This design comes from an exercise in tuning for a short achievable clock period and few clock cycles per item on the open sky130 flow, not from production work. The RTL was checked by simulation tests, not by an equivalence proof against the original design. No activity file was given, so power comes from the tool's default toggle rates.

`design/flow/flow/run.sh`:
```
#!/bin/bash
# Standard ORFS layout, with two sizing choices changed: port buffers are
# sky130_fd_sc_hd__buf_4 (not the default delay-cell buffer) and the resizer
# may change a cell's footprint when it sizes it.
set -euo pipefail
bash standard.sh MATCH_CELL_FOOTPRINT=0 \
    "BUFFER_PORTS_ARGS=-buffer_cell sky130_fd_sc_hd__buf_4" \
    finish > standard_make.log 2>&1
```
`design/flow/standard.sh`:
```
#!/bin/bash
# synth_recipe.tcl (not shown) runs the flow's synth.tcl, then flattens the netlist and writes it again
# the make line also repeats each setting of config.mk as NAME=value (left out here)
make -C /OpenROAD-flow-scripts/flow DESIGN_CONFIG=/design/flow/config.mk WORK_HOME=/design/flow/orfs CLKGATE_MAP_FILE= SYNTH_SCRIPT=/design/flow/synth_recipe.tcl "${@:-finish}"
```
`design/flow/config.mk`:
```
export PLATFORM = sky130hd
export DESIGN_NAME = rvfe_top
export DESIGN_NICKNAME = rvfe_top
export VERILOG_FILES = /design/flow/design.v
export SDC_FILE = /design/flow/constraint.sdc
export NUM_CORES = 4
export LEC_CHECK = 0
export CAP_MARGIN = 20
export CORE_MARGIN = 2
export CORE_UTILIZATION = 60
export PLACE_DENSITY = 0.75
export SETUP_SLACK_MARGIN = 4.8
export SLEW_MARGIN = 20
```
`design/flow/constraint.sdc`:
```
create_clock -name core_clock -period 7.5 [get_ports {clk}]
set_input_delay 1.5000 -clock core_clock [delete_from_list [all_inputs] [get_ports {clk}]]
set_output_delay 1.5000 -clock core_clock [all_outputs]
set_load 0.01 [all_outputs]
```
`design/flow/design.v`:
```
`default_nettype none
package rv_isa_pkg;
    typedef enum logic [4:0] {
        LOAD      = 5'b00000,
        LOAD_FP   = 5'b00001,
        MISC_MEM  = 5'b00011,
        OP_IMM    = 5'b00100,
        AUIPC     = 5'b00101,
        OP_IMM_32 = 5'b00110,
        STORE     = 5'b01000,
        STORE_FP  = 5'b01001,
        AMO       = 5'b01011,
        OP        = 5'b01100,
        LUI       = 5'b01101,
        OP_32     = 5'b01110,
        MADD      = 5'b10000,
        MSUB      = 5'b10001,
        NMSUB     = 5'b10010,
        NMADD     = 5'b10011,
        OP_FP     = 5'b10100,
        BRANCH    = 5'b11000,
        JALR      = 5'b11001,
        JAL       = 5'b11011,
        SYSTEM    = 5'b11100
    } opcode_e;
    typedef logic [31:0] instr_t;
    typedef logic [15:0] half_t;     
    typedef logic [4:0]  reg_addr_t;
    typedef logic [2:0]  funct3_t;
    typedef logic [6:0]  funct7_t;
    typedef struct packed {
        logic i;
        logic u;
        logic s;
        logic r;
        logic r4;
        logic b;
        logic j;
    } instr_format_t;
endpackage
`default_nettype wire
`default_nettype none
package fe_pkg;
    typedef logic [63:0] addr_t;
    typedef logic [63:0] xword_t;
    typedef logic [4:0]  delta_t;     
    typedef logic [7:0]  bit_off_t;   
    localparam int SLOTS = 4;
    typedef struct packed {
        logic  valid;
        addr_t pc;
    } pc_req_t;
    typedef struct packed {
        logic   valid;
        delta_t delta;
    } pc_adv_t;
    typedef struct packed {
        logic                 valid;
        addr_t                pc;
        xword_t               data;
        bit_off_t [SLOTS:0]   offset;   
    } fetch_blk_t;
    typedef struct packed {
        logic   valid;
        addr_t  pc;
        logic [31:0] instr;
        logic   compressed;
    } slot_t;
    typedef struct packed {
        logic      valid;
        addr_t     pc;
        logic [4:0]  opcode;
        logic [2:0]  funct3;
        logic [6:0]  funct7;
        xword_t    imm;
        logic [4:0]  rs1;
        logic [4:0]  rs2;
        logic [4:0]  rd;
        logic      compressed;
        logic      illegal;
    } decoded_t;
endpackage
`default_nettype wire
`default_nettype none
module rvc_expand (
    input  rv_isa_pkg::instr_t parcel,
    output rv_isa_pkg::instr_t instr
);
    rv_isa_pkg::half_t     c;
    rv_isa_pkg::reg_addr_t r_hi;   
    rv_isa_pkg::reg_addr_t r_lo;   
    assign c    = parcel[15:0];
    assign r_hi = {2'b01, c[9:7]};
    assign r_lo = {2'b01, c[4:2]};
    always_comb begin
        if (parcel[1:0] == 2'b11) begin
            instr = parcel;
        end else begin
            case ({c[15:13], c[1:0]})
                5'b00000:   
                    if (c[12:5] == 8'd0)
                        instr = '0;
                    else
                        instr = {2'd0, c[10:7], c[12:11], c[5], c[6], 2'd0,
                                 5'd2, 3'b000, r_lo, rv_isa_pkg::OP_IMM, 2'b11};
                5'b01000:   
                    instr = {5'd0, c[5], c[12:10], c[6], 2'd0,
                             r_hi, 3'b010, r_lo, rv_isa_pkg::LOAD, 2'b11};
                5'b01100:   
                    instr = {4'd0, c[6:5], c[12:10], 3'd0,
                             r_hi, 3'b011, r_lo, rv_isa_pkg::LOAD, 2'b11};
                5'b11000:   
                    instr = {5'd0, c[5], c[12], r_lo, r_hi, 3'b010,
                             c[11:10], c[6], 2'd0, rv_isa_pkg::STORE, 2'b11};
                5'b11100:   
                    instr = {4'd0, c[6:5], c[12], r_lo, r_hi, 3'b011,
                             c[11:10], 3'd0, rv_isa_pkg::STORE, 2'b11};
                5'b00001:   
                    instr = {{7{c[12]}}, c[6:2], c[11:7], 3'b000, c[11:7], rv_isa_pkg::OP_IMM, 2'b11};
                5'b00101:   
                    instr = {{7{c[12]}}, c[6:2], c[11:7], 3'b000, c[11:7], rv_isa_pkg::OP_IMM_32, 2'b11};
                5'b01001:   
                    instr = {{7{c[12]}}, c[6:2], 5'd0, 3'b000, c[11:7], rv_isa_pkg::OP_IMM, 2'b11};
                5'b01101:
                    if ({c[12], c[6:2]} == 6'd0)
                        instr = '0;
                    else if (c[11:7] == 5'd2)   
                        instr = {{3{c[12]}}, c[4:3], c[5], c[2], c[6], 4'd0,
                                 5'd2, 3'b000, 5'd2, rv_isa_pkg::OP_IMM, 2'b11};
                    else   
                        instr = {{15{c[12]}}, c[6:2], c[11:7], rv_isa_pkg::LUI, 2'b11};
                5'b10001:
                    case (c[11:10])
                        2'b00, 2'b01:   
                            instr = {1'b0, c[10], 4'd0, c[12], c[6:2],
                                     r_hi, 3'b101, r_hi, rv_isa_pkg::OP_IMM, 2'b11};
                        2'b10:   
                            instr = {{7{c[12]}}, c[6:2], r_hi, 3'b111, r_hi, rv_isa_pkg::OP_IMM, 2'b11};
                        default:
                            case ({c[12], c[6:5]})
                                3'b000:  instr = {7'h20, r_lo, r_hi, 3'b000, r_hi, rv_isa_pkg::OP, 2'b11};
                                3'b001:  instr = {7'h00, r_lo, r_hi, 3'b100, r_hi, rv_isa_pkg::OP, 2'b11};
                                3'b010:  instr = {7'h00, r_lo, r_hi, 3'b110, r_hi, rv_isa_pkg::OP, 2'b11};
                                3'b011:  instr = {7'h00, r_lo, r_hi, 3'b111, r_hi, rv_isa_pkg::OP, 2'b11};
                                3'b100:  instr = {7'h20, r_lo, r_hi, 3'b000, r_hi, rv_isa_pkg::OP_32, 2'b11};
                                3'b101:  instr = {7'h00, r_lo, r_hi, 3'b000, r_hi, rv_isa_pkg::OP_32, 2'b11};
                                default: instr = '0;
                            endcase
                    endcase
                5'b10101:   
                    instr = {c[12], c[8], c[10:9], c[6], c[7], c[2], c[11], c[5:3],
                             c[12], {8{c[12]}}, 5'd0, rv_isa_pkg::JAL, 2'b11};
                5'b11001, 5'b11101:   
                    instr = {{4{c[12]}}, c[6:5], c[2], 5'd0, r_hi, 2'b00, c[13],
                             c[11:10], c[4:3], c[12], rv_isa_pkg::BRANCH, 2'b11};
                5'b00010:   
                    if ({c[12], c[6:2]} == 6'd0)
                        instr = '0;
                    else
                        instr = {6'd0, c[12], c[6:2], c[11:7], 3'b001, c[11:7], rv_isa_pkg::OP_IMM, 2'b11};
                5'b01010:   
                    instr = {4'd0, c[3:2], c[12], c[6:4], 2'd0, 5'd2, 3'b010, c[11:7], rv_isa_pkg::LOAD, 2'b11};
                5'b01110:   
                    instr = {3'd0, c[4:2], c[12], c[6:5], 3'd0, 5'd2, 3'b011, c[11:7], rv_isa_pkg::LOAD, 2'b11};
                5'b10010:
                    if (c[6:2] != 5'd0)   
                        instr = {7'd0, c[6:2], c[12] ? c[11:7] : 5'd0, 3'b000, c[11:7], rv_isa_pkg::OP, 2'b11};
                    else if (c[11:7] != 5'd0)   
                        instr = {12'd0, c[11:7], 3'b000, 4'd0, c[12], rv_isa_pkg::JALR, 2'b11};
                    else if (c[12])   
                        instr = {12'd1, 5'd0, 3'b000, 5'd0, rv_isa_pkg::SYSTEM, 2'b11};
                    else
                        instr = '0;
                5'b11010:   
                    instr = {4'd0, c[8:7], c[12], c[6:2], 5'd2, 3'b010, c[11:9], 2'd0, rv_isa_pkg::STORE, 2'b11};
                5'b11110:   
                    instr = {3'd0, c[9:7], c[12], c[6:2], 5'd2, 3'b011, c[11:10], 3'd0, rv_isa_pkg::STORE, 2'b11};
                default:
                    instr = '0;   
            endcase
        end
    end
endmodule
`default_nettype wire
`default_nettype none
module rvc_class (
    input  rv_isa_pkg::instr_t parcel,
    output logic [28:0]        cls
);
    rv_isa_pkg::half_t c;
    logic [4:0]        op;
    assign c  = parcel[15:0];
    assign op = {c[15:13], c[1:0]};
    always_comb begin
        cls = '0;
        if (parcel[1:0] == 2'b11)
            cls[0] = 1'b1;                                    
        else begin
            case (op)
                5'b00000: cls[1]  = c[12:5] != 8'd0;            
                5'b01000: cls[2]  = 1'b1;                       
                5'b01100: cls[3]  = 1'b1;                       
                5'b11000: cls[4]  = 1'b1;                       
                5'b11100: cls[5]  = 1'b1;                       
                5'b00001: cls[6]  = 1'b1;                       
                5'b00101: cls[7]  = 1'b1;                       
                5'b01001: cls[8]  = 1'b1;                       
                5'b01101:
                    if ({c[12], c[6:2]} != 6'd0) begin
                        if (c[11:7] == 5'd2)
                            cls[9]  = 1'b1;                     
                        else
                            cls[10] = 1'b1;                     
                    end
                5'b10001:
                    case (c[11:10])
                        2'b00, 2'b01: cls[11] = 1'b1;           
                        2'b10:        cls[12] = 1'b1;           
                        default:
                            case ({c[12], c[6:5]})
                                3'b000:  cls[13] = 1'b1;        
                                3'b001:  cls[14] = 1'b1;        
                                3'b010:  cls[15] = 1'b1;        
                                3'b011:  cls[16] = 1'b1;        
                                3'b100:  cls[17] = 1'b1;        
                                3'b101:  cls[18] = 1'b1;        
                                default: ;
                            endcase
                    endcase
                5'b10101: cls[19] = 1'b1;                       
                5'b11001, 5'b11101: cls[20] = 1'b1;             
                5'b00010: cls[21] = {c[12], c[6:2]} != 6'd0;    
                5'b01010: cls[22] = 1'b1;                       
                5'b01110: cls[23] = 1'b1;                       
                5'b10010:
                    if (c[6:2] != 5'd0)
                        cls[24] = 1'b1;                         
                    else if (c[11:7] != 5'd0)
                        cls[25] = 1'b1;                         
                    else if (c[12])
                        cls[26] = 1'b1;                         
                5'b11010: cls[27] = 1'b1;                       
                5'b11110: cls[28] = 1'b1;                       
                default: ;
            endcase
        end
    end
endmodule
module rvc_build (
    input  rv_isa_pkg::instr_t parcel,
    input  logic [28:0]        cls,
    output rv_isa_pkg::instr_t instr
);
    rv_isa_pkg::half_t     c;
    rv_isa_pkg::reg_addr_t r_hi;
    rv_isa_pkg::reg_addr_t r_lo;
    logic [28:0][31:0]     t;           
    assign c    = parcel[15:0];
    assign r_hi = {2'b01, c[9:7]};
    assign r_lo = {2'b01, c[4:2]};
    assign t[0]  = parcel;
    assign t[1]  = {2'd0, c[10:7], c[12:11], c[5], c[6], 2'd0,
                    5'd2, 3'b000, r_lo, rv_isa_pkg::OP_IMM, 2'b11};
    assign t[2]  = {5'd0, c[5], c[12:10], c[6], 2'd0,
                    r_hi, 3'b010, r_lo, rv_isa_pkg::LOAD, 2'b11};
    assign t[3]  = {4'd0, c[6:5], c[12:10], 3'd0,
                    r_hi, 3'b011, r_lo, rv_isa_pkg::LOAD, 2'b11};
    assign t[4]  = {5'd0, c[5], c[12], r_lo, r_hi, 3'b010,
                    c[11:10], c[6], 2'd0, rv_isa_pkg::STORE, 2'b11};
    assign t[5]  = {4'd0, c[6:5], c[12], r_lo, r_hi, 3'b011,
                    c[11:10], 3'd0, rv_isa_pkg::STORE, 2'b11};
    assign t[6]  = {{7{c[12]}}, c[6:2], c[11:7], 3'b000, c[11:7], rv_isa_pkg::OP_IMM, 2'b11};
    assign t[7]  = {{7{c[12]}}, c[6:2], c[11:7], 3'b000, c[11:7], rv_isa_pkg::OP_IMM_32, 2'b11};
    assign t[8]  = {{7{c[12]}}, c[6:2], 5'd0, 3'b000, c[11:7], rv_isa_pkg::OP_IMM, 2'b11};
    assign t[9]  = {{3{c[12]}}, c[4:3], c[5], c[2], c[6], 4'd0,
                    5'd2, 3'b000, 5'd2, rv_isa_pkg::OP_IMM, 2'b11};
    assign t[10] = {{15{c[12]}}, c[6:2], c[11:7], rv_isa_pkg::LUI, 2'b11};
    assign t[11] = {1'b0, c[10], 4'd0, c[12], c[6:2],
                    r_hi, 3'b101, r_hi, rv_isa_pkg::OP_IMM, 2'b11};
    assign t[12] = {{7{c[12]}}, c[6:2], r_hi, 3'b111, r_hi, rv_isa_pkg::OP_IMM, 2'b11};
    assign t[13] = {7'h20, r_lo, r_hi, 3'b000, r_hi, rv_isa_pkg::OP, 2'b11};
    assign t[14] = {7'h00, r_lo, r_hi, 3'b100, r_hi, rv_isa_pkg::OP, 2'b11};
    assign t[15] = {7'h00, r_lo, r_hi, 3'b110, r_hi, rv_isa_pkg::OP, 2'b11};
    assign t[16] = {7'h00, r_lo, r_hi, 3'b111, r_hi, rv_isa_pkg::OP, 2'b11};
    assign t[17] = {7'h20, r_lo, r_hi, 3'b000, r_hi, rv_isa_pkg::OP_32, 2'b11};
    assign t[18] = {7'h00, r_lo, r_hi, 3'b000, r_hi, rv_isa_pkg::OP_32, 2'b11};
    assign t[19] = {c[12], c[8], c[10:9], c[6], c[7], c[2], c[11], c[5:3],
                    c[12], {8{c[12]}}, 5'd0, rv_isa_pkg::JAL, 2'b11};
    assign t[20] = {{4{c[12]}}, c[6:5], c[2], 5'd0, r_hi, 2'b00, c[13],
                    c[11:10], c[4:3], c[12], rv_isa_pkg::BRANCH, 2'b11};
    assign t[21] = {6'd0, c[12], c[6:2], c[11:7], 3'b001, c[11:7], rv_isa_pkg::OP_IMM, 2'b11};
    assign t[22] = {4'd0, c[3:2], c[12], c[6:4], 2'd0, 5'd2, 3'b010, c[11:7], rv_isa_pkg::LOAD, 2'b11};
    assign t[23] = {3'd0, c[4:2], c[12], c[6:5], 3'd0, 5'd2, 3'b011, c[11:7], rv_isa_pkg::LOAD, 2'b11};
    assign t[24] = {7'd0, c[6:2], c[12] ? c[11:7] : 5'd0, 3'b000, c[11:7], rv_isa_pkg::OP, 2'b11};
    assign t[25] = {12'd0, c[11:7], 3'b000, 4'd0, c[12], rv_isa_pkg::JALR, 2'b11};
    assign t[26] = {12'd1, 5'd0, 3'b000, 5'd0, rv_isa_pkg::SYSTEM, 2'b11};
    assign t[27] = {4'd0, c[8:7], c[12], c[6:2], 5'd2, 3'b010, c[11:9], 2'd0, rv_isa_pkg::STORE, 2'b11};
    assign t[28] = {3'd0, c[9:7], c[12], c[6:2], 5'd2, 3'b011, c[11:10], 3'd0, rv_isa_pkg::STORE, 2'b11};
    always_comb begin
        instr = '0;
        for (int k = 0; k < 29; k++)
            instr = instr | (t[k] & {32{cls[k]}});
    end
endmodule
`default_nettype wire
`default_nettype none
module fe_pc #(
    parameter fe_pkg::addr_t RST_PC = 64'h400000,
    parameter int            SH     = 1,
    parameter int            LO     = 7
) (
    input  logic          clk,
    input  logic          rst,
    input  logic          en,
    input  logic [1:0]    step,
    output fe_pkg::addr_t q
);
    logic [LO-1:0]      lo_q;
    logic [63-SH-LO:0]  hi_q;
    logic [LO:0]        lo_sum;
    logic [63-SH-LO:0]  hi_inc;
    assign lo_sum = {1'b0, lo_q} + {{(LO-1){1'b0}}, step};
    assign hi_inc = hi_q + 1'b1;
    assign q      = {hi_q, lo_q, RST_PC[SH-1:0]};
    always_ff @(posedge clk) begin
        if (rst)
            {hi_q, lo_q} <= RST_PC[63:SH];
        else if (en)
            {hi_q, lo_q} <= {lo_sum[LO] ? hi_inc : hi_q, lo_sum[LO-1:0]};
    end
endmodule
`default_nettype wire
`default_nettype none
module fe_fetch #(
    parameter fe_pkg::addr_t RST_PC = 64'h400000
) (
    input  logic           clk,
    input  logic           rst,
    input  logic           space4,       
    input  logic           space8,       
    output logic           blk_valid,
    output fe_pkg::xword_t blk_data,
    output logic           icache_req,
    output fe_pkg::addr_t  icache_addr,
    input  logic           icache_done,
    input  fe_pkg::xword_t icache_data
);
    logic req_q;
    logic busy_q;
    assign icache_req = req_q;
    assign blk_valid  = busy_q & icache_done;
    assign blk_data   = icache_data;
    fe_pc #(
        .RST_PC (RST_PC),
        .SH     (3),
        .LO     (6)
    ) u_addr (
        .clk  (clk),
        .rst  (rst),
        .en   (blk_valid),   
        .step (2'd1),
        .q    (icache_addr)
    );
    always_ff @(posedge clk) begin
        if (rst) begin
            req_q  <= 1'b1;
            busy_q <= 1'b0;
        end else begin
            req_q  <= (blk_valid & space8) | (~busy_q & ~req_q & space4);
            busy_q <= req_q | (busy_q & ~icache_done);
        end
    end
endmodule
`default_nettype wire
`default_nettype none
module fe_align #(
    parameter int C = 16
) (
    input  logic               clk,
    input  logic               rst,
    input  logic               blk_valid,
    input  fe_pkg::xword_t     blk_data,
    input  logic               room,        
    output logic               space4,      
    output logic               space8,      
    output logic               emit,
    output logic               x_valid,     
    output rv_isa_pkg::instr_t x_ir,
    output logic               x_cmp
);
    logic [C-1:0][15:0] w_q;
    logic [C-1:0][15:0] w_sh;
    logic [C-1:0][15:0] c1;
    logic [C-1:0][15:0] c2;
    logic [C-1:0][15:0] w_n;
    logic [C:0]         cnt_q;     
    logic [C:0]         base;
    logic [C:0]         cnt_n;
    logic               len2;
    logic               avail;
    logic               sh1;
    logic               sh2;
    rv_isa_pkg::instr_t x_raw;
    logic [28:0]        cls;
    logic [28:0]        x_cls;
    assign len2  = w_q[0][1:0] == 2'b11;
    assign avail = len2 ? ~(cnt_q[0] | cnt_q[1]) : ~cnt_q[0];
    assign emit  = room & avail;
    assign sh1   = emit & ~len2;
    assign sh2   = emit & len2;
    assign base  = sh2 ? (cnt_q >> 2) : sh1 ? (cnt_q >> 1) : cnt_q;
    assign cnt_n = blk_valid ? (base << 4) : base;
    assign space4 = |base[C-4:0];
    assign space8 = |base[C-8:0];
    assign x_cmp  = x_raw[1:0] != 2'b11;
    always_comb begin
        for (int i = 0; i < C; i++) begin
            w_sh[i] = w_q[i];
            for (int j = 0; j < 4; j++)
                if (i >= j && cnt_q[(i-j+C+1)%(C+1)])
                    w_sh[i] = blk_data[16*j +: 16];
            c1[i] = (i + 1 < C) ? w_q[(i+1)%C] : 16'd0;
            for (int j = 0; j < 4; j++)
                if (i >= j && cnt_q[(i-j+C+2)%(C+1)])
                    c1[i] = blk_data[16*j +: 16];
            c2[i] = (i + 2 < C) ? w_q[(i+2)%C] : 16'd0;
            for (int j = 0; j < 4; j++)
                if (i >= j && cnt_q[(i-j+C+3)%(C+1)])
                    c2[i] = blk_data[16*j +: 16];
            if (!blk_valid) begin
                w_sh[i] = w_q[i];
                c1[i]   = (i + 1 < C) ? w_q[(i+1)%C] : 16'd0;
                c2[i]   = (i + 2 < C) ? w_q[(i+2)%C] : 16'd0;
            end
            w_n[i] = sh2 ? c2[i] : sh1 ? c1[i] : w_sh[i];
        end
    end
    rvc_class u_cls (
        .parcel ({w_q[1], w_q[0]}),
        .cls    (cls)
    );
    rvc_build u_exp (
        .parcel (x_raw),
        .cls    (x_cls),
        .instr  (x_ir)
    );
    always_ff @(posedge clk) begin
        if (rst)
            cnt_q <= {{C{1'b0}}, 1'b1};
        else
            cnt_q <= cnt_n;
        if (rst)
            x_valid <= 1'b0;
        else
            x_valid <= emit;
    end
    always_ff @(posedge clk) begin
        w_q   <= w_n;
        x_raw <= {w_q[1], w_q[0]};
        x_cls <= cls;
    end
endmodule
`default_nettype wire
`default_nettype none
module fe_rec (
    input  logic [32:0]      ent,
    output fe_pkg::decoded_t rec,
    output logic             sign       
);
    rv_isa_pkg::instr_t        ir;
    rv_isa_pkg::opcode_e       opc;
    rv_isa_pkg::instr_format_t fmt;
    fe_pkg::xword_t            imm;
    assign ir  = ent[31:0];
    assign opc = rv_isa_pkg::opcode_e'(ir[6:2]);
    always_comb begin
        fmt.i  = (opc == rv_isa_pkg::LOAD | opc == rv_isa_pkg::LOAD_FP | opc == rv_isa_pkg::MISC_MEM | opc == rv_isa_pkg::OP_IMM | opc == rv_isa_pkg::OP_IMM_32 | opc == rv_isa_pkg::JALR | opc == rv_isa_pkg::SYSTEM);
        fmt.u  = (opc == rv_isa_pkg::AUIPC | opc == rv_isa_pkg::LUI);
        fmt.s  = (opc == rv_isa_pkg::STORE | opc == rv_isa_pkg::STORE_FP);
        fmt.r  = (opc == rv_isa_pkg::AMO | opc == rv_isa_pkg::OP | opc == rv_isa_pkg::OP_32 | opc == rv_isa_pkg::OP_FP);
        fmt.r4 = (opc == rv_isa_pkg::MADD | opc == rv_isa_pkg::MSUB | opc == rv_isa_pkg::NMSUB | opc == rv_isa_pkg::NMADD);
        fmt.b  = opc == rv_isa_pkg::BRANCH;
        fmt.j  = opc == rv_isa_pkg::JAL;
    end
    always_comb begin
        imm = '0;
        if (fmt.i)
            imm = {{53{ir[31]}}, ir[30:20]};
        else if (fmt.u)
            imm = {{32{ir[31]}}, ir[31:12], 12'd0};
        else if (fmt.s)
            imm = {{53{ir[31]}}, ir[30:25], ir[11:7]};
        else if (fmt.b)
            imm = {{52{ir[31]}}, ir[7], ir[30:25], ir[11:8], 1'b0};
        else if (fmt.j)
            imm = {{44{ir[31]}}, ir[19:12], ir[20], ir[30:21], 1'b0};
    end
    assign sign           = ir[31] & (fmt.i | fmt.u | fmt.s | fmt.b | fmt.j);
    assign rec.valid      = 1'b1;
    assign rec.pc         = '0;   
    assign rec.opcode     = opc;
    assign rec.funct3     = ir[14:12];
    assign rec.funct7     = ir[31:25];
    assign rec.imm        = imm;
    assign rec.rs1        = (opc == rv_isa_pkg::SYSTEM && ir[14]) ? '0 :
                            (fmt.i | fmt.s | fmt.r | fmt.r4 | fmt.b) ? ir[19:15] : '0;
    assign rec.rs2        = (fmt.r | fmt.s | fmt.b) ? ir[24:20] : '0;
    assign rec.rd         = (fmt.i | fmt.u | fmt.r | fmt.r4 | fmt.j) ? ir[11:7] : '0;
    assign rec.compressed = ent[32];
    assign rec.illegal    = ir[1:0] != 2'b11;
endmodule
module fe_decode #(
    parameter fe_pkg::addr_t RST_PC = 64'h400000,
    parameter int            N      = 4
) (
    input  logic               clk,
    input  logic               rst,
    input  logic               emit,
    input  logic               x_valid,
    input  rv_isa_pkg::instr_t x_ir,
    input  logic               x_cmp,
    output logic               room,        
    output fe_pkg::decoded_t   dec,
    input  logic               dec_ready
);
    localparam int PW = (N > 2) ? 2 : 1;   
    logic [N-1:0][33:0]        fq;
    logic [PW-1:0]             wr_q;
    logic [N-1:0]              rd_oh;       
    logic [N-1:0]              rd1_oh;      
    logic [33:0]               ent0;
    logic [33:0]               ent1;
    rv_isa_pkg::opcode_e       x_opc;
    logic                      x_sign;      
    logic [PW:0]               cnt_q;
    logic [PW:0]               cnt_n;
    logic [PW:0]               cnt_kx;      
    logic                      room_q;
    logic                      xfer;
    fe_pkg::decoded_t          rec0;        
    fe_pkg::decoded_t          rec1;        
    logic                      sign0;
    logic [62:0]               pc_q;        
    logic [62:0]               pc_nx;       
    logic [62:0]               pc_a0;
    logic [62:0]               pc_a1;
    logic                      sign1;
    assign room  = room_q;
    assign xfer  = dec.valid & dec_ready;
    assign cnt_kx = cnt_q + {{PW{1'b0}}, x_valid};
    assign cnt_n  = xfer ? cnt_kx - 1'b1 : cnt_kx;
    assign x_opc  = rv_isa_pkg::opcode_e'(x_ir[6:2]);
    assign x_sign = x_ir[31] & (x_opc == rv_isa_pkg::LOAD | x_opc == rv_isa_pkg::LOAD_FP | x_opc == rv_isa_pkg::MISC_MEM |
                                x_opc == rv_isa_pkg::OP_IMM | x_opc == rv_isa_pkg::OP_IMM_32 | x_opc == rv_isa_pkg::JALR |
                                x_opc == rv_isa_pkg::SYSTEM | x_opc == rv_isa_pkg::AUIPC | x_opc == rv_isa_pkg::LUI |
                                x_opc == rv_isa_pkg::STORE | x_opc == rv_isa_pkg::STORE_FP | x_opc == rv_isa_pkg::BRANCH |
                                x_opc == rv_isa_pkg::JAL);
    always_comb begin
        ent0 = '0;
        ent1 = '0;
        for (int k = 0; k < N; k++) begin
            ent0 = ent0 | (fq[k] & {34{rd_oh[k]}});
            ent1 = ent1 | (fq[k] & {34{rd1_oh[k]}});
        end
    end
    fe_rec u_rec0 (
        .ent  (ent0[32:0]),
        .rec  (rec0),
        .sign (sign0)
    );
    fe_rec u_rec1 (
        .ent  (ent1[32:0]),
        .rec  (rec1),
        .sign (sign1)
    );
    always_ff @(posedge clk) begin
        if (rst) begin
            wr_q   <= '0;
            rd_oh  <= N'(1);
            rd1_oh <= N'(2);
            cnt_q  <= '0;
            room_q <= 1'b1;
        end else begin
            if (x_valid)
                wr_q <= (wr_q == PW'(N-1)) ? '0 : wr_q + 1'b1;
            if (xfer) begin
                rd_oh  <= rd1_oh;
                rd1_oh <= {rd1_oh[N-2:0], rd1_oh[N-1]};
            end
            cnt_q  <= cnt_n;
            room_q <= (cnt_n + {{PW{1'b0}}, emit}) < (PW+1)'(N);
        end
    end
    for (genvar k = 0; k < N; k++) begin : g_fifo
        always_ff @(posedge clk)
            if (x_valid && wr_q == PW'(k))
                fq[k] <= {x_sign, x_cmp, x_ir};
    end
    fe_inc u_inc0 (
        .a    (pc_q),
        .step (ent0[32] ? 2'd1 : 2'd2),
        .y    (pc_a0)
    );
    fe_inc u_inc1 (
        .a    (pc_nx),
        .step (ent1[32] ? 2'd1 : 2'd2),
        .y    (pc_a1)
    );
    assign dec.pc = {pc_q, 1'b0};
    always_ff @(posedge clk) begin
        if (rst)
            pc_q <= RST_PC[63:1];
        else if (xfer)
            pc_q <= pc_nx;
        pc_nx <= xfer ? pc_a1 : pc_a0;
    end
    always_ff @(posedge clk) begin
        if (rst)
            dec.valid <= 1'b0;
        else
            dec.valid <= xfer ? (cnt_q > (PW+1)'(1)) : (cnt_q != '0);
    end
    always_ff @(posedge clk) begin
        dec.opcode     <= xfer ? rec1.opcode     : rec0.opcode;
        dec.funct3     <= xfer ? rec1.funct3     : rec0.funct3;
        dec.funct7     <= xfer ? rec1.funct7     : rec0.funct7;
        dec.imm[42:0]  <= xfer ? rec1.imm[42:0]  : rec0.imm[42:0];
        dec.imm[53:43] <= {11{xfer ? sign1 : sign0}};
        dec.imm[63:54] <= {10{xfer ? ent1[33] : ent0[33]}};
        dec.rs1        <= xfer ? rec1.rs1        : rec0.rs1;
        dec.rs2        <= xfer ? rec1.rs2        : rec0.rs2;
        dec.rd         <= xfer ? rec1.rd         : rec0.rd;
        dec.compressed <= xfer ? rec1.compressed : rec0.compressed;
        dec.illegal    <= xfer ? rec1.illegal    : rec0.illegal;
    end
endmodule
`default_nettype wire
`default_nettype none
module fe_inc (
    input  logic [62:0] a,
    input  logic [1:0]  step,
    output logic [62:0] y
);
    logic [7:0]  lo;
    logic [55:0] hi_inc;
    assign lo     = {1'b0, a[6:0]} + {6'd0, step};
    assign hi_inc = a[62:7] + 1'b1;
    assign y      = {lo[7] ? hi_inc : a[62:7], lo[6:0]};
endmodule
`default_nettype wire
`default_nettype none
module rvfe_top #(
    parameter fe_pkg::addr_t RST_PC = 64'h400000
) (
    input  logic        clk,
    input  logic        rst,
    output logic        icache_req,
    output logic [63:0] icache_addr,
    input  logic        icache_done,
    input  logic [63:0] icache_data,
    output logic        dec_valid,
    output logic [63:0] dec_pc,
    output logic [4:0]  dec_opcode,
    output logic [2:0]  dec_funct3,
    output logic [6:0]  dec_funct7,
    output logic [63:0] dec_imm,
    output logic [4:0]  dec_rs1,
    output logic [4:0]  dec_rs2,
    output logic [4:0]  dec_rd,
    output logic        dec_compressed,
    output logic        dec_illegal,
    input  logic        dec_ready
);
    logic               space4;
    logic               space8;
    logic               blk_valid;
    fe_pkg::xword_t     blk_data;
    logic               room;
    logic               emit;
    logic               x_valid;
    rv_isa_pkg::instr_t x_ir;
    logic               x_cmp;
    fe_pkg::decoded_t   dec;
    assign dec_valid      = dec.valid;
    assign dec_pc         = dec.pc;
    assign dec_opcode     = dec.opcode;
    assign dec_funct3     = dec.funct3;
    assign dec_funct7     = dec.funct7;
    assign dec_imm        = dec.imm;
    assign dec_rs1        = dec.rs1;
    assign dec_rs2        = dec.rs2;
    assign dec_rd         = dec.rd;
    assign dec_compressed = dec.compressed;
    assign dec_illegal    = dec.illegal;
    fe_fetch #(
        .RST_PC (RST_PC)
    ) u_fetch (
        .clk         (clk),
        .rst         (rst),
        .space4      (space4),
        .space8      (space8),
        .blk_valid   (blk_valid),
        .blk_data    (blk_data),
        .icache_req  (icache_req),
        .icache_addr (icache_addr),
        .icache_done (icache_done),
        .icache_data (icache_data)
    );
    fe_align u_align (
        .clk       (clk),
        .rst       (rst),
        .blk_valid (blk_valid),
        .blk_data  (blk_data),
        .room      (room),
        .space4    (space4),
        .space8    (space8),
        .emit      (emit),
        .x_valid   (x_valid),
        .x_ir      (x_ir),
        .x_cmp     (x_cmp)
    );
    fe_decode #(
        .RST_PC (RST_PC)
    ) u_decode (
        .clk       (clk),
        .rst       (rst),
        .emit      (emit),
        .x_valid   (x_valid),
        .x_ir      (x_ir),
        .x_cmp     (x_cmp),
        .room      (room),
        .dec       (dec),
        .dec_ready (dec_ready)
    );
endmodule
`default_nettype wire
```
==> out/qor.yml, run 1 <==
critical_path:
  setup.worst_path.end: "u_decode.pc_nx[48]$_DFFE_PP_"
  rrSetupSlack_ns: 4.72
  r2r_start: "u_decode.rd1_oh[1]$_SDFFE_PP1P_"
  cp.arrival_ns: 3.16
  path_max_fanout: 6
  critPathMaxStageDelay_ns: 0.35
  rr_worst_depth: 13
  crit_chain: "buf_12, a22o_4, a221oi_4, ha_4, a21oi_4, nor4_4, buf_4, nand4_1, buf_6, buf_4, nor3_2, xnor2_1, mux2i_1"
  path_common_cell: "buf_4"
  critPathLaunch: "u_decode.rd1_oh[1]$_SDFFE_PP1P_"
  worst-setup-path-type: "flip-flop to flip-flop"
  required_ns: 7.88
  r2r_end: "u_decode.pc_nx[48]$_DFFE_PP_"
  crit_path_start_kind: "flip-flop"
  slowest_stage: "dfxtp_4"
  worstSetupEndpointType: "flip-flop"
cells_and_area:
  final_common_cell: "nand2_1"
  synthToLayoutAreaGrowth_pct: 14.7
  nets: 5477
  multiInputGateArea_um2: 26600
  mostFrequentLayoutCells: "665 x nand2_1, 599 x a21oi_1, 374 x buf_4, 359 x mux2i_1, 344 x dfxtp_1"
  layout.cells.non_filler: 6447
  drive_gt1_frac: 0.169
  seq_area_um2: 17700
  fill_cells: 5845
logic_synthesis:
  syn_area_um2: 45700
  synth-edff-count: 256
  ys_types: 74
  synth_flop_cell: "dfxtp_1"
  avgSynthCellArea_um2: 8.38
  ys_warn_count: 7
  synth_seq_area_share: 0.379
  synth_seq_cells: 737
  async_flop_share: 0
  syn_inst: 5457
timing:
  max_freq_ghz: 0.360
  finalCritPeriodShare: 0.370
  maxSlewHeadroom: 0.196
  finalCriticalPeriod_ns: 2.78
  fin_skew_ns: 0.0248
  hold_violations: 0
  tns_ns: 0
  worst_pin_slew_ns: 1.20
  rsz0062_at_grt: "true"
  setup_viol: 0
  drv_slew: 0
worst_hold_path:
  hold_depth: 0
  min_path_type: "flip-flop to flip-flop"
place:
  post-place-cells: 6195
  dp_hpwl_um: 91700
  routabilityCongestion: 0.945
  port_buffers: 289
floorplanning:
  core_region_area_um2: 75700
  rows: 101
  io_pins: 294
  die_area_um2: 78500
  fp.dieW_um: 280
  die_h_um: 280
  initial_core_util: 0.604
status:
  status: "timing/DRC/antenna clean"
routing:
  drt-total-wl_um: 154000
  vias_per_cell: 6.88
  wire_per_inst_um: 23.9
  drcViolationCount: 0
  drt_iter0_markers: 5831
  antenna_left: 0
  firstDrtPassIters: 10
  vias: 44327
cts:
  cts_hold_buf: 0
  cts_tree: "yes"
  path_clk_slew_ns: 0.06
  htree_levels: 3
  clock-sinks: 737
  numCtsBuffers: 81
  cts_buffer_depth: 3
  root_buffer: "clkbuf_16"
  worstSkewPairLatency_ns: 0.65
pwr:
  power.total_mw: 13.8
  swShare: 0.333
  ir_worst_vdd_mv: 0.240
  pwr_density_cell_nw_per_um2: 264
  combPwrFrac: 0.316
  seqPwrFrac: 0.387
  p_int_mw: 9.23
  p_leak_nw: 20.1
  p_clk_frac: 0.297
  switchingPower_mw: 4.60
global_routing:
  grt_usage: 0.367
  antenna_found_initial: 13
  grt_pass1_vias: 40197
  grt_pass1_wl_um: 231000
  grt_max_degree: 145
  globalRouteOverflowTotal: 0
run:
  drv_cap: 0
==> cells by family after synthesis <==
| kind of cell | synth area share |
|---|---|
| fa+ha+maj | 0.00498 |
| mux | 0.0978 |
| other cells | 0.0000820 |
| xor+xnor | 0.0331 |
| simple gates | 0.161 |
| compound gates | 0.263 |
| flops | 0.379 |
| buf+inv | 0.0616 |
==> cell type report <==
class                      count  area share
timing repair inverter         2    0.000429
inverter                      98     0.00751
antenna                       11    0.000524
clock inverter                25     0.00467
clock buffer                 124      0.0473
multi-input combinational   4039       0.508
sequential                   737       0.337
tap                          978      0.0233
timing repair buffer         433      0.0721
==> layer usage <==
layer | up-vias | share of wire | track usage
li1 | 20017 | - | -
met1 | 21055 | 0.38 | 0.473
met2 | 2768 | 0.46 | 0.583
met3 | 485 | 0.10 | 0.0601
met4 | 2 | 0.056 | 0.212
met5 | - | 0.000084 | 0
==> critical path: cells and delay by family, from the launching register on <==
| kind | cells | cell delay (ns) |
|---|---|---|
| buf+inv | 4 | 0.63 |
| flops | 1 | 0.35 |
| compound gates | 3 | 0.81 |
| fa+ha+maj | 1 | 0.27 |
| simple gates | 3 | 0.22 |
| xor+xnor | 1 | 0.15 |
| mux | 1 | 0.09 |
==> power by group through the flow <==
| stage | Sequential (mW) | Clock [mW] | Combinational, mW |
|---|---|---|---|
| 2_1_floorplan | 5.25 | 0 | 3.33 |
| 3_3_place_gp | 5.42 | 0 | 4.02 |
| 3_5_place_dp | 5.43 | 0 | 4.12 |
| 4_1_cts | 5.34 | 4.13 | 4.21 |
| 5_1_grt | 5.41 | 4.30 | 4.77 |
| 6_report | 5.36 | 4.11 | 4.36 |
==> cell usage after synthesis, drive strengths merged (21+ instances only) <==
library cell | number | area, um^2
nand2 | 690 | 2590
a21oi | 610 | 3050
dfxtp | 481 | 9630
o21ai | 420 | 2100
clkbuf | 415 | 1560
mux2i | 359 | 3590
edfxtp | 256 | 7690
nor2 | 251 | 942
buf | 178 | 887
a22o | 161 | 1410
nor2b | 145 | 907
a22oi | 126 | 946
nor3 | 117 | 596
a221o | 109 | 1090
nand3 | 109 | 546
a211o | 106 | 928
a221oi | 98 | 871
inv | 97 | 364
xnor2 | 95 | 832
xor2 | 78 | 683
nand4 | 70 | 450
mux2 | 54 | 608
nand2b | 41 | 257
nor4 | 39 | 310
o22ai | 35 | 219
a31oi | 34 | 213
o221ai | 30 | 263
a222oi | 21 | 210
and3 | 21 | 131
o211ai | 21 | 158
==> through the flow <==
| step | hold slack, ns | cell area, um^2 | util | setup slack, ns |
|---|---|---|---|---|
| final | 0.379 | 52500 | 0.693 | 4.72 |
| after global routing | 0.388 | 52500 | 0.693 | 4.65 |
| after CTS | 0.371 | 51600 | 0.681 | 4.68 |
| after detailed placement | 0.385 | 47800 | 0.631 | 3.22 |
| after global placement | 0.380 | 47800 | 0.631 | 3.29 |
| after floorplan | 0.340 | 46800 | - | 4.53 |
==> worst min-delay path by stage <==
| stage | end | slack, ns | start |
|---|---|---|---|
| 3_3_place_gp | u_align.x_raw[9]$_DFF_P_ | 0.38 | u_align.w_q[9]$_DFFE_PP_ |
| 3_5_place_dp | u_align.x_raw[9]$_DFF_P_ | 0.39 | u_align.w_q[9]$_DFFE_PP_ |
| 5_1_grt | u_align.x_raw[9]$_DFF_P_ | 0.39 | u_align.w_q[9]$_DFFE_PP_ |
| 6_report | u_align.x_raw[9]$_DFF_P_ | 0.38 | u_align.w_q[9]$_DFFE_PP_ |
| 2_1_floorplan | u_align.x_raw[3]$_DFF_P_ | 0.34 | u_align.w_q[3]$_DFFE_PP_ |
| 4_1_cts | u_align.x_raw[9]$_DFF_P_ | 0.37 | u_align.w_q[9]$_DFFE_PP_ |
==> repair_timing <==
action / in CTS / in global routing
hold endpoints to repair: 0 / 0
cloned: 10 / 7
gates resized for setup: 241 / 121
setup endpoints to repair: 656 / 489
setup buffers: 26 / 49
pin swaps: 16 / 19
==> state kept, by name, summed over array words and instances (netlist names) <==
register and cells:
u_align.cnt_q 17, u_align.w_q 256, u_align.x_cls 29, u_align.x_raw 32
u_align.x_valid 1, u_decode.cnt_q 3, u_decode.dec 67, u_decode.fq 136
u_decode.pc_nx 63, u_decode.pc_q 63, u_decode.rd1_oh 3, u_decode.rd_oh 1
u_decode.room_q 1, u_decode.wr_q 2, u_fetch.busy_q 1, u_fetch.req_q 1
u_fetch.u_addr.hi_q 55, u_fetch.u_addr.lo_q 6
Testbench counts, summed over its fixed seeds: cycles 20,306, instrs 16,000.
==> run 2, diff against run 1 <==
--- a/design/flow/design.v
+++ b/design/flow/design.v
@@ -351,15 +351,21 @@
     assign blk_valid  = busy_q & icache_done;
     assign blk_data   = icache_data;
-    fe_pc #(
-        .RST_PC (RST_PC),
-        .SH     (3),
-        .LO     (6)
-    ) u_addr (
-        .clk  (clk),
-        .rst  (rst),
-        .en   (blk_valid),   
-        .step (2'd1),
-        .q    (icache_addr)
-    );
+    logic        done_q;
+    logic [60:0] addr_q;
+    logic [60:0] addr_nx;
+    assign icache_addr = {addr_q, 3'd0};
+    always_ff @(posedge clk) begin
+        if (rst) begin
+            done_q  <= 1'b0;
+            addr_q  <= RST_PC[63:3];
+            addr_nx <= RST_PC[63:3] + 1'b1;
+        end else begin
+            done_q <= blk_valid;
+            if (blk_valid)
+                addr_q <= addr_nx;
+            if (done_q)
+                addr_nx <= addr_nx + 1'b1;
+        end
+    end
     always_ff @(posedge clk) begin
         if (rst) begin
@@ -642,9 +648,15 @@
     output logic [62:0] y
 );
-    logic [7:0]  lo;
+    logic [7:0]  lo1;
+    logic [7:0]  lo2;
     logic [55:0] hi_inc;
-    assign lo     = {1'b0, a[6:0]} + {6'd0, step};
+    logic [62:0] y1;
+    logic [62:0] y2;
+    assign lo1    = {1'b0, a[6:0]} + 8'd1;
+    assign lo2    = {1'b0, a[6:0]} + 8'd2;
     assign hi_inc = a[62:7] + 1'b1;
-    assign y      = {lo[7] ? hi_inc : a[62:7], lo[6:0]};
+    assign y1     = {lo1[7] ? hi_inc : a[62:7], lo1[6:0]};
+    assign y2     = {lo2[7] ? hi_inc : a[62:7], lo2[6:0]};
+    assign y      = step[0] ? y1 : y2;
 endmodule
 `default_nettype wire
==> run 2 against run 1 <==
Against the previous run: still clean; clock skew shrank 0.0071 ns; wire length grew 2.9%; critical path depth decreased by 8; worst hold slack worse by 0.0046 ns; die area increased by 5.3%; clock power grew 7.8%; design area rose by 3.9%; critical path type is now input pin to flip-flop; largest cell class unchanged.
==> out/qor.yml, run 2 <==
status:
  status: "timing/DRC/antenna clean"  # unchanged
cells_and_area:
  reg.largest.list: "u_align.w_q (256), u_decode.fq (136), u_decode.dec (67)"  # unchanged
  final_util: 0.688  # was 0.693
  largest_reg_flops: 256  # unchanged
  multiInputGateArea_um2: 27300  # was 26600 um^2
  max_flop_register: "u_align.w_q"  # unchanged
  synthToLayoutAreaGrowth_pct: 13.1  # was 14.7%
  final_common_cell: "nand2_1"  # unchanged
  drive_gt1_frac: 0.139  # was 0.169
  fill_cells: 6322  # was 5845
  mostFrequentLayoutCells: "723 x nand2_1, 628 x a21oi_1, 442 x dfxtp_1, 365 x buf_4, 289 x nor2_1"  # was 665 x nand2_1, 599 x a21oi_1, 374 x buf_4, 359 x mux2i_1, 344 x dfxtp_1
  layout.cells.non_filler: 6785  # was 6447
  seq_area_um2: 18900  # was 17700 um^2
  nets: 5728  # was 5477
pwr:
  power.total_mw: 14.9  # was 13.8 mW
  ir_worst_vdd_mv: 0.228  # was 0.240 mV
  pwr_density_cell_nw_per_um2: 274  # was 264 nW/um^2
  p_leak_nw: 20.9  # was 20.1 nW
run:
  drv_cap: 0  # unchanged
global_routing:
  globalRouteOverflowTotal: 0  # unchanged
  grt_pass1_wl_um: 239000  # was 231000 um
  grt_usage: 0.355  # was 0.367
  grt_max_degree: 153  # was 145
  grt_pass1_vias: 42355  # was 40197
  antenna_found_initial: 15  # was 13
timing:
  fin_skew_ns: 0.0176  # was 0.0248 ns
  drv_slew: 0  # unchanged
  tns_ns: 0  # unchanged
  setup_viol: 0  # unchanged
  hold_violations: 0  # unchanged
  worst_pin_slew_ns: 1.01  # was 1.20 ns
  max_freq_ghz: 0.359  # was 0.360 GHz
  finalCritPeriodShare: 0.371  # was 0.370
  rsz0062_at_grt: "true"  # unchanged
  finalCriticalPeriod_ns: 2.78  # about the same
  setup_slack_ns: 4.72  # about the same
  maxSlewHeadroom: 0.327  # was 0.196
cts:
  htree_levels: 3  # unchanged
  clock-sinks: 799  # was 737
  worstSkewPairLatency_ns: 0.66  # was 0.65 ns
  numCtsBuffers: 87  # was 81
  cts_buffer_depth: 3  # unchanged
  path_clk_slew_ns: 0.06  # about the same
  cts_hold_buf: 0  # unchanged
  cts_tree: "yes"  # unchanged
  root_buffer: "clkbuf_16"  # unchanged
routing:
  vias: 46546  # was 44327
  vias_per_cell: 6.86  # was 6.88
  drt_iter0_markers: 5824  # was 5831
  wire_per_inst_um: 23.4  # was 23.9 um
  drcViolationCount: 0  # unchanged
  drt-total-wl_um: 159000  # was 154000 um
  firstDrtPassIters: 9  # was 10
  antenna_left: 0  # unchanged
critical_path:
  worstSetupEndpointType: "flip-flop"  # unchanged
  cp.arrival_ns: 3.37  # was 3.16 ns
  path_max_fanout: 26  # was 6
  required_ns: 8.09  # was 7.88 ns
  worst-setup-path-type: "input pin to flip-flop"  # was flip-flop to flip-flop
  crit_path_start_kind: "input pin"  # was flip-flop
place:
  dp_hpwl_um: 93500  # was 91700 um
  place_ws_ns: 3.17  # was 3.22 ns
  port_buffers: 289  # unchanged
  routabilityCongestion: 0.946  # was 0.945
  post-place-cells: 6535  # was 6195
worst_hold_path:
  min_path_type: "flip-flop to flip-flop"  # unchanged
logic_synthesis:
  yosysTopAreaCellShare: 0.225  # was 0.210
  synth_seq_cells: 799  # was 737
  syn_inst: 5770  # was 5457
  async_flop_share: 0  # unchanged
  netlist.top_cell.by_area: "dfxtp_1"  # unchanged
  syn_area_um2: 48200  # was 45700 um^2
  synth_flop_cell: "dfxtp_1"  # unchanged
  synth-edff-count: 257  # was 256
  ys_types: 76  # was 74
  avgSynthCellArea_um2: 8.36  # was 8.38 um^2
  synthTopCellsByArea: "dfxtp_1 22%, edfxtp_1 16%, a21oi_1 6.6%"  # was dfxtp_1 21%, edfxtp_1 17%, mux2i_1 7.9%
  yosysMostFrequentCell: "nand2_1"  # unchanged
  ys_warn_count: 6  # was 7
  synth_common_cells: "730 x nand2_1, 633 x a21oi_1, 542 x dfxtp_1"  # was 690 x nand2_1, 610 x a21oi_1, 481 x dfxtp_1
  synth_seq_area_share: 0.385  # was 0.379
floorplanning:
  initial_core_util: 0.609  # was 0.604
  io_pins: 294  # unchanged
  die_area_um2: 82700  # was 78500 um^2
  rows: 103  # was 101
  fp.dieW_um: 288  # was 280 um
  die_h_um: 288  # was 280 um
  core_region_area_um2: 79300  # was 75700 um^2
-- run 2: cell count changes after synthesis, sizes merged, moves of 36 or more --
cell,delta
a211oi,+63
nor2,+41
a221o,+60
and2,+36
a211o,+55
mux2i,-87
dfxtp,+61
o21ai,-93
nand2,+40
nor2b,+72
clkbuf,+70
-- run 2: metrics by stage --
step,hold slack [ns],instance area (um^2)
floorplan,0.340,48900
global placement,0.361,49900
detailed placement,0.360,49900
CTS,0.373,53700
global route,0.384,54500
finish,0.375,54500
-- run 2: what timing repair did --
action | CTS | global route
buffers inserted | 21 | 37
endpoints found under the setup margin | 703 | 484
pin swaps | 7 | 7
gates cloned | 6 | 8
resized for setup | 220 | 69
-- run 2: power breakdown --
group | switching (mW) | internal (mW)
combinational | 2.52 | 2.27
sequential | 0.496 | 5.22
clock | 1.85 | 2.57
-- run 2: cell families (layout without fill, tap and decap cells) --
family,count (synthesis),after routing,synth area share
xor+xnor,174,174,0.0316
other cells,1,19,0.0000778
buf+inv,739,678,0.0618
simple gates,1737,1744,0.172
mux,308,308,0.0649
compound gates,1998,1999,0.281
fa+ha+maj,14,14,0.00363
flops,799,799,0.385
-- run 2: area by class of cell --
type                       count  share of cell area
inverter                      96             0.00716
multi-input combinational   4243               0.501
sequential                   799               0.346
antenna                       15            0.000688
timing repair buffer         418              0.0668
tap                         1050              0.0241
clock buffer                 127              0.0474
clock inverter                36             0.00652
timing repair inverter         1            0.000207
-- run 2: worst max-delay path, cell delays in order --
cell and delay (ns):
buf_4 0.24, nand2_8 0.26, nor2_1 0.71, buf_4 0.40, a221o_1 0.19
-- run 2: path summary, 6_finish.rpt --
path                             startpoint                        to  slack (ns)  cells past startpoint
setup / recovery                icache_done  u_align.w_q[246]$_DFF_P_        4.72                      5
hold / removal     u_align.w_q[4]$_DFFE_PP_  u_align.x_raw[4]$_DFF_P_        0.37                      0
setup reg to reg  u_fetch.busy_q$_SDFF_PP0_  u_align.w_q[246]$_DFF_P_        4.77                      4
hold reg to reg    u_align.w_q[4]$_DFFE_PP_  u_align.x_raw[4]$_DFF_P_        0.37                      0
-- run 2: metal layers --
layer,GRT usage,up-vias,routed length [um]
met5,0,-,32
met3,0.0585,485,15500
met4,0.168,4,7190
met1,0.474,22183,62800
li1,-,21066,-
met2,0.563,2808,73200
Testbench counts of run 2, summed over its fixed seeds: cycles 20,306, instrs 16,000.
==> run 3, diff against run 2 <==
--- a/design/flow/config.mk
+++ b/design/flow/config.mk
@@ -10,4 +10,4 @@
 export CORE_UTILIZATION = 60
 export PLACE_DENSITY = 0.75
-export SETUP_SLACK_MARGIN = 4.8
+export SETUP_SLACK_MARGIN = 5.0
 export SLEW_MARGIN = 20
==> run 3 against run 2 <==
Against the previous run: clock power fell by 2%; still clean on timing, DRC and antenna; via count rose by 2.9%; area after synthesis did not move; largest cell class unchanged; critical endpoint is now dec_imm[33]; cell count rose by 1.7%; total power rose by 0.86%.
==> out/qor.yml, run 3 <==
status:
  status: "timing/DRC/antenna clean"  # unchanged
logic_synthesis:
  avgSynthCellArea_um2: 8.36  # unchanged
  syn_area_um2: 48200  # unchanged
  syn_inst: 5770  # unchanged
  yosysMostFrequentCell: "nand2_1"  # unchanged
  async_flop_share: 0  # unchanged
  ys_warn_count: 6  # unchanged
  synth_seq_area_share: 0.385  # unchanged
  netlist.top_cell.by_area: "dfxtp_1"  # unchanged
  synthTopCellsByArea: "dfxtp_1 22%, edfxtp_1 16%, a21oi_1 6.6%"  # unchanged
  yosysTopAreaCellShare: 0.225  # unchanged
  synth_seq_cells: 799  # unchanged
  synth_flop_cell: "dfxtp_1"  # unchanged
  synth-edff-count: 257  # unchanged
  ys_types: 76  # unchanged
  synth_common_cells: "730 x nand2_1, 633 x a21oi_1, 542 x dfxtp_1"  # unchanged
floorplanning:
  initial_core_util: 0.609  # unchanged
  io_pins: 294  # unchanged
  rows: 103  # unchanged
  die_h_um: 288  # unchanged
  die_area_um2: 82700  # unchanged
  fp.dieW_um: 288  # unchanged
  core_region_area_um2: 79300  # unchanged
timing:
  tns_ns: 0  # unchanged
  rsz0062_at_grt: "true"  # unchanged
  worst_pin_slew_ns: 0.963  # was 1.01 ns
  setup_viol: 0  # unchanged
  maxSlewHeadroom: 0.357  # was 0.327
  finalCritPeriodShare: 0.362  # was 0.371
  fin_skew_ns: 0.0329  # was 0.0176 ns
  max_freq_ghz: 0.369  # was 0.359 GHz
  drv_slew: 0  # unchanged
  finalCriticalPeriod_ns: 2.71  # was 2.78 ns
  hold_violations: 0  # unchanged
cts:
  htree_levels: 3  # unchanged
  path_clk_slew_ns: 0.06  # about the same
  numCtsBuffers: 87  # unchanged
  clock-sinks: 799  # unchanged
  root_buffer: "clkbuf_16"  # unchanged
  worstSkewPairLatency_ns: 0.67  # was 0.66 ns
  cts_hold_buf: 0  # unchanged
  cts_tree: "yes"  # unchanged
  cts_buffer_depth: 3  # unchanged
worst_hold_path:
  min_path_type: "flip-flop to flip-flop"  # unchanged
global_routing:
  grt_pass1_wl_um: 247000  # was 239000 um
  grt_usage: 0.372  # was 0.355
  grt_max_degree: 92  # was 153
  antenna_found_initial: 22  # was 15
  grt_pass1_vias: 42884  # was 42355
  globalRouteOverflowTotal: 0  # unchanged
cells_and_area:
  fill_cells: 5840  # was 6322
  max_flop_register: "u_align.w_q"  # unchanged
  mostFrequentLayoutCells: "723 x nand2_1, 626 x a21oi_1, 332 x dfxtp_1, 287 x nor2_1, 270 x mux2i_1"  # was 723 x nand2_1, 628 x a21oi_1, 442 x dfxtp_1, 365 x buf_4, 289 x nor2_1
  nets: 5843  # was 5728
  largest_reg_flops: 256  # unchanged
  final_common_cell: "nand2_1"  # unchanged
  drive_gt1_frac: 0.185  # was 0.139
  reg.largest.list: "u_align.w_q (256), u_decode.fq (136), u_decode.dec (67)"  # unchanged
  synthToLayoutAreaGrowth_pct: 18.2  # was 13.1%
  stdcell_area_um2: 57000  # was 54500 um^2
place:
  routabilityCongestion: 0.964  # was 0.946
  port_buffers: 289  # unchanged
  dp_hpwl_um: 91000  # was 93500 um
  placed_area_um2: 50000  # was 49900 um^2
pwr:
  p_leak_nw: 22.0  # was 20.9 nW
  combPwrFrac: 0.331  # was 0.321
  swShare: 0.333  # was 0.326
  switchingPower_mw: 5.02  # was 4.87 mW
  p_clk_frac: 0.287  # was 0.297
  ir_worst_vdd_mv: 0.192  # was 0.228 mV
  seqPwrFrac: 0.382  # was 0.383
  p_int_mw: 10.0  # was 10.1 mW
  pwr_density_cell_nw_per_um2: 264  # was 274 nW/um^2
routing:
  antenna_left: 0  # unchanged
  vias_per_cell: 6.95  # was 6.86
  drt_iter0_markers: 6792  # was 5824
  firstDrtPassIters: 8  # was 9
  drcViolationCount: 0  # unchanged
  vias: 47914  # was 46546
  wire_per_inst_um: 24.7  # was 23.4 um
  drt-total-wl_um: 170000  # was 159000 um
critical_path:
  crit_path_start_kind: "flip-flop"  # was input pin
  critPathMaxStageDelay_ns: 0.42  # was 0.71 ns
  worst-setup-path-type: "flip-flop to output pin"  # was input pin to flip-flop
  slowest_stage: "dfxtp_4"  # was nor2_1
  cp_top_family: "flip-flops"  # was simple AND/OR/NAND/NOR gates
  worstSetupEndpointType: "output pin"  # was flip-flop
  required_ns: 6.00  # was 8.09 ns
  path_buf_inv: 1  # was 2
  cp.arrival_ns: 1.21  # was 3.37 ns
  crit_chain: "buf_4"  # was buf_4, nand2_8, nor2_1, buf_4, a221o_1
  path_max_fanout: 12  # was 26
run:
  drv_cap: 0  # unchanged
[run 3: cell types whose count changed in the layout (fill, tap and decap cells not counted), moves of 48 or more]
cell,change
dfxtp_2,+103
buf_4,-106
o21ai_1,+48
dfxtp_1,-110
o21ai_0,-48
buf_6,+192
[run 3: area by class of cell]
cell class              count  area (um^2)  area share
diodes                     15         37.5    0.000659
inverters                  96          435     0.00764
multi-input cells        4247        27700       0.487
clock inverters            31          259     0.00454
repair inverters            3         33.8    0.000593
repair buffers            527         5540      0.0972
flip-flops and latches    799        19000       0.334
clock buffers             130         2610      0.0458
well taps                1050         1310      0.0231
[run 3: logic make-up after synthesis]
logic type / count (synthesis) / share of synthesized area
xor gates and xnor gates: 174 / 0.0316
muxes: 308 / 0.0649
other: 1 / 0.0000778
AOI/OAI and AO/OA: 1998 / 0.281
adders and majority gates: 14 / 0.00363
DFF: 799 / 0.385
and+or+nand+nor: 1737 / 0.172
buffers and inverters: 739 / 0.0618
[run 3: final timing paths]
| kind | from | endpoint | slack (ns) | cells past startpoint |
|---|---|---|---|---|
| min reg2reg | u_align.w_q[22]$_DFFE_PP_ | u_align.x_raw[22]$_DFF_P_ | 0.41 | 0 |
| max | u_decode.dec[59]$_DFF_P_ | dec_imm[33] | 4.79 | 1 |
| max reg2reg | u_align.cnt_q[1]$_SDFF_PP0_ | u_fetch.req_q$_SDFF_PP1_ | 4.93 | 6 |
| min | u_align.w_q[22]$_DFFE_PP_ | u_align.x_raw[22]$_DFF_P_ | 0.41 | 0 |
[run 3: timing repair]
action,4_1_cts,5_1_grt
gates resized for setup,539,132
pin swaps,7,13
setup endpoints to repair,864,679
cloned,18,11
buffers inserted,93,68
[run 3: metrics by stage]
stage                util  instances  hold WS [ns]  total power [mW]  worst slack (ns)
detailed placement  0.631       6532         0.378              10.3              3.08
global route        0.719       6897         0.413              15.7              4.76
finish              0.719       6898         0.415              15.1              4.79
global placement    0.631       6532         0.384              10.2              3.16
CTS                 0.700       6804         0.404              14.8              4.79
floorplan               -       5773         0.340              9.38              4.55
[run 3: per-layer routing]
layer,global-route usage,vias to the layer above,wire length [um]
li1,-,21300,-
met1,0.491,22718,64200
met2,0.585,3224,75900
met3,0.0649,662,19200
met4,0.193,10,10700
met5,0,-,104
[run 3: power by group through the flow]
stage	Sequential, mW	Clock (mW)	Combinational, mW
after global placement	5.80	0	4.41
after detailed placement	5.81	0	4.50
final	5.76	4.32	4.98
after global routing	5.80	4.52	5.41
after CTS	5.73	4.33	4.70
after floorplan	5.61	0	3.77
==> run 4, diff against run 3 <==
--- a/design/flow/design.v
+++ b/design/flow/design.v
@@ -348,42 +348,42 @@
     logic req_q;
     logic busy_q;
+    logic done_q;
+    fe_pkg::xword_t data_q;
     assign icache_req = req_q;
-    assign blk_valid  = busy_q & icache_done;
-    assign blk_data   = icache_data;
-    logic        done_q;
-    logic [60:0] addr_q;
-    logic [60:0] addr_nx;
-    assign icache_addr = {addr_q, 3'd0};
-    always_ff @(posedge clk) begin
-        if (rst) begin
-            done_q  <= 1'b0;
-            addr_q  <= RST_PC[63:3];
-            addr_nx <= RST_PC[63:3] + 1'b1;
-        end else begin
-            done_q <= blk_valid;
-            if (blk_valid)
-                addr_q <= addr_nx;
-            if (done_q)
-                addr_nx <= addr_nx + 1'b1;
-        end
-    end
+    assign blk_valid  = done_q;
+    assign blk_data   = data_q;
+    fe_pc #(
+        .RST_PC (RST_PC),
+        .SH     (3),
+        .LO     (6)
+    ) u_addr (
+        .clk  (clk),
+        .rst  (rst),
+        .en   (busy_q & icache_done),   
+        .step (2'd1),
+        .q    (icache_addr)
+    );
     always_ff @(posedge clk) begin
         if (rst) begin
             req_q  <= 1'b1;
             busy_q <= 1'b0;
+            done_q <= 1'b0;
         end else begin
-            req_q  <= (blk_valid & space8) | (~busy_q & ~req_q & space4);
+            req_q  <= (busy_q & icache_done & space8) | (~busy_q & ~req_q & space4);
             busy_q <= req_q | (busy_q & ~icache_done);
+            done_q <= busy_q & icache_done;
         end
     end
+    always_ff @(posedge clk)
+        data_q <= icache_data;
 endmodule
 `default_nettype wire
 `default_nettype none
 module fe_align #(
-    parameter int C = 16
+    parameter int C = 24
 ) (
     input  logic               clk,
     input  logic               rst,
-    input  logic               blk_valid,
+    input  logic               blk_valid,   
     input  fe_pkg::xword_t     blk_data,
     input  logic               room,        
@@ -417,6 +417,6 @@
     assign base  = sh2 ? (cnt_q >> 2) : sh1 ? (cnt_q >> 1) : cnt_q;
     assign cnt_n = blk_valid ? (base << 4) : base;
-    assign space4 = |base[C-4:0];
-    assign space8 = |base[C-8:0];
+    assign space8 = |cnt_q[C-8:0];
+    assign space4 = blk_valid ? |cnt_q[C-8:0] : |cnt_q[C-4:0];
     assign x_cmp  = x_raw[1:0] != 2'b11;
     always_comb begin
--- a/design/flow/config.mk
+++ b/design/flow/config.mk
@@ -10,4 +10,4 @@
 export CORE_UTILIZATION = 60
 export PLACE_DENSITY = 0.75
-export SETUP_SLACK_MARGIN = 5.0
+export SETUP_SLACK_MARGIN = 4.8
 export SLEW_MARGIN = 20
==> run 4 against run 3 <==
Against the previous run: die area up 18%; still clean; global-route usage up 4.6 points; largest cell class unchanged; largest power group unchanged; first-iteration DRC count up 44%; count of clock-buffer cells in the layout up 26; area after synthesis up 18%.
==> out/qor.yml, run 4 <==
worst_hold_path:
  min_path_type: "flip-flop to flip-flop"  # unchanged
floorplanning:
  core_region_area_um2: 93600  # was 79300 um^2
  die_h_um: 312  # was 288 um
  fp.dieW_um: 312  # was 288 um
  initial_core_util: 0.607  # was 0.609
  io_pins: 294  # unchanged
  rows: 112  # was 103
  die_area_um2: 97200  # was 82700 um^2
timing:
  fin_skew_ns: 0.0288  # was 0.0329 ns
  maxSlewHeadroom: 0.177  # was 0.357
  max_freq_ghz: 0.352  # was 0.369 GHz
  finalCritPeriodShare: 0.378  # was 0.362
  hold_violations: 0  # unchanged
  worst_pin_slew_ns: 1.23  # was 0.963 ns
  drv_slew: 0  # unchanged
  finalCriticalPeriod_ns: 2.84  # was 2.71 ns
  setup_viol: 0  # unchanged
  tns_ns: 0  # unchanged
cts:
  cts_tree: "yes"  # unchanged
  path_clk_slew_ns: 0.06  # about the same
  cts_buffer_depth: 3  # unchanged
  numCtsBuffers: 102  # was 87
  htree_levels: 3  # unchanged
run:
  drv_cap: 0  # unchanged
routing:
  met3RoutedLength_um: 29200  # was 19200 um
  antenna_left: 0  # unchanged
  firstDrtPassIters: 17  # was 8
  wl_met2_um: 95200  # was 75900 um
  drcViolationCount: 0  # unchanged
  dr.max_layer_used: "met5"  # unchanged
  wire_per_inst_um: 26.4  # was 24.7 um
  drt-total-wl_um: 218000  # was 170000 um
  vias: 60161  # was 47914
critical_path:
  path_max_fanout: 17  # was 12
  crit_path_start_kind: "flip-flop"  # unchanged
  critPathMaxStageDelay_ns: 0.66  # was 0.42 ns
  worst-setup-path-type: "flip-flop to flip-flop"  # was flip-flop to output pin
  crit_chain: "clkinvlp_4, nand2_2, o221ai_2, mux2_2, a21oi_1"  # was buf_4
  slowest_stage: "nand2_2"  # was dfxtp_4
  worstSetupEndpointType: "flip-flop"  # was output pin
cells_and_area:
  largest_reg_flops: 384  # was 256
  drive_gt1_frac: 0.164  # was 0.185
  reg.largest.list: "u_align.w_q (384), u_decode.fq (136), u_decode.dec (67)"  # was u_align.w_q (256), u_decode.fq (136), u_decode.dec (67)
  max_flop_register: "u_align.w_q"  # unchanged
  final_util: 0.701  # was 0.719
  final_common_cell: "nand2_1"  # unchanged
global_routing:
  grt_usage: 0.417  # was 0.372
  globalRouteOverflowTotal: 0  # unchanged
  grt_pass1_vias: 55706  # was 42884
  grt_max_degree: 125  # was 92
place:
  dp_hpwl_um: 122000  # was 91000 um
  routabilityCongestion: 0.957  # was 0.964
  port_buffers: 289  # unchanged
logic_synthesis:
  synth_seq_area_share: 0.376  # was 0.385
  synth_common_cells: "914 x nand2_1, 681 x dfxtp_1, 665 x a21oi_1"  # was 730 x nand2_1, 633 x a21oi_1, 542 x dfxtp_1
  ys_types: 76  # unchanged
  synth_seq_cells: 938  # was 799
  synth_flop_cell: "dfxtp_1"  # unchanged
  yosysTopAreaCellShare: 0.240  # was 0.225
  async_flop_share: 0  # unchanged
  ys_warn_count: 7  # was 6
  synth-edff-count: 257  # unchanged
  synthTopCellsByArea: "dfxtp_1 24%, edfxtp_1 14%, mux2i_1 6.6%"  # was dfxtp_1 22%, edfxtp_1 16%, a21oi_1 6.6%
  syn_inst: 7009  # was 5770
  syn_area_um2: 56800  # was 48200 um^2
pwr:
  swShare: 0.337  # was 0.333
  p_leak_nw: 23.9  # was 22.0 nW
  seqPwrFrac: 0.393  # was 0.382
  ir_worst_vdd_mv: 0.225  # was 0.192 mV
  combPwrFrac: 0.302  # was 0.331
status:
  status: "timing/DRC/antenna clean"  # unchanged
==> run 4: cell types whose count changed after synthesis, moves of 112 or more <==
cell	before	now
o2bb2ai_1	0	180
nand2_1	730	914
o21ai_0	326	595
clkbuf_1	484	638
a221o_1	169	15
nor2_1	292	444
o221ai_1	0	162
a22o_1	172	42
a211o_1	161	49
a221oi_1	107	315
nor2b_1	217	90
dfxtp_1	542	681
==> run 4: cell families (layout without fill, tap and decap cells) <==
logic type,Yosys count,in the layout,synth area share
flip-flops,938,938,0.376
AO/OA/AOI/OAI,2560,2561,0.301
buffers and inverters,958,958,0.0664
multiplexers,412,412,0.0735
adder cells (fa/ha/maj),15,15,0.00330
AND/OR/NAND/NOR,1956,1962,0.154
other,1,7,0.0000660
XOR/XNOR,169,169,0.0260
==> run 4: area by class of cell <==
cell class | count | area (um^2)
sequential | 938 | 21800
timing repair inverter | 2 | 18.8
fill | 7239 | 28000
tap | 1254 | 1570
timing repair buffer | 629 | 5800
antenna | 3 | 7.51
clock buffer | 156 | 3000
clock inverter | 36 | 429
multi-input combinational | 5123 | 32400
inverter | 135 | 598
==> run 4: path summary, 6_finish.rpt <==
| check | startpoint | depth (start not counted) | endpoint | slack, ns |
|---|---|---|---|---|
| max reg2reg | u_align.cnt_q[10]$_SDFF_PP0_ | 5 | u_align.w_q[192]$_DFF_P_ | 4.66 |
| min reg2reg | u_align.w_q[2]$_DFFE_PP_ | 0 | u_align.x_raw[2]$_DFF_P_ | 0.39 |
| max | u_align.cnt_q[10]$_SDFF_PP0_ | 5 | u_align.w_q[192]$_DFF_P_ | 4.66 |
| min | u_align.w_q[2]$_DFFE_PP_ | 0 | u_align.x_raw[2]$_DFF_P_ | 0.39 |
==> run 4: power groups by stage <==
stage	Sequential, mW	Combinational [mW]	Clock (mW)
6_report	6.73	5.16	5.21
3_5_place_dp	6.82	4.80	0
2_1_floorplan	6.65	3.79	0
3_3_place_gp	6.78	4.66	0
5_1_grt	6.79	5.59	5.43
4_1_cts	6.69	4.91	5.21
==> run 4: worst max-delay path: cells and delay by family (launching register included) <==
kind / cells / cell delay (ns)
AOI/OAI and AO/OA: 2 / 0.47
buffers and inverters: 1 / 0.64
DFF: 1 / 0.56
muxes: 1 / 0.42
and+or+nand+nor: 1 / 0.66
==> run 4: metal layers <==
| metal | global-route usage | up-vias |
|---|---|---|
| li1 | - | 25861 |
| met1 | 0.516 | 28079 |
| met2 | 0.648 | 4934 |
| met3 | 0.112 | 1281 |
| met4 | 0.260 | 6 |
| met5 | 0 | - |
==> run 4: timing repair <==
item                                    CTS  global route
endpoints found under the setup margin  819           550
pin swaps                                 5             8
setup buffers                           145            34
gates cloned                              9             7
resized for setup                       468           103
endpoints found under the hold margin     0             0
hold buffers                              0             0
==> run 4: through the flow <==
step                      instance area, um^2  setup slack (ns)  total power, mW  cells  hold slack [ns]
after global placement                  58800              3.58             11.4   7886            0.372
after floorplan                         57000              4.63             10.4   7012            0.340
after global routing                    65600              4.66             17.8   8273            0.396
final                                   65600              4.66             17.1   8276            0.391
after CTS                               64800              4.64             16.8   8232            0.376
after detailed placement                58800              3.51             11.6   7886            0.376
Testbench counts of run 4, summed over its fixed seeds: cycles 20,291, instrs 16,000.
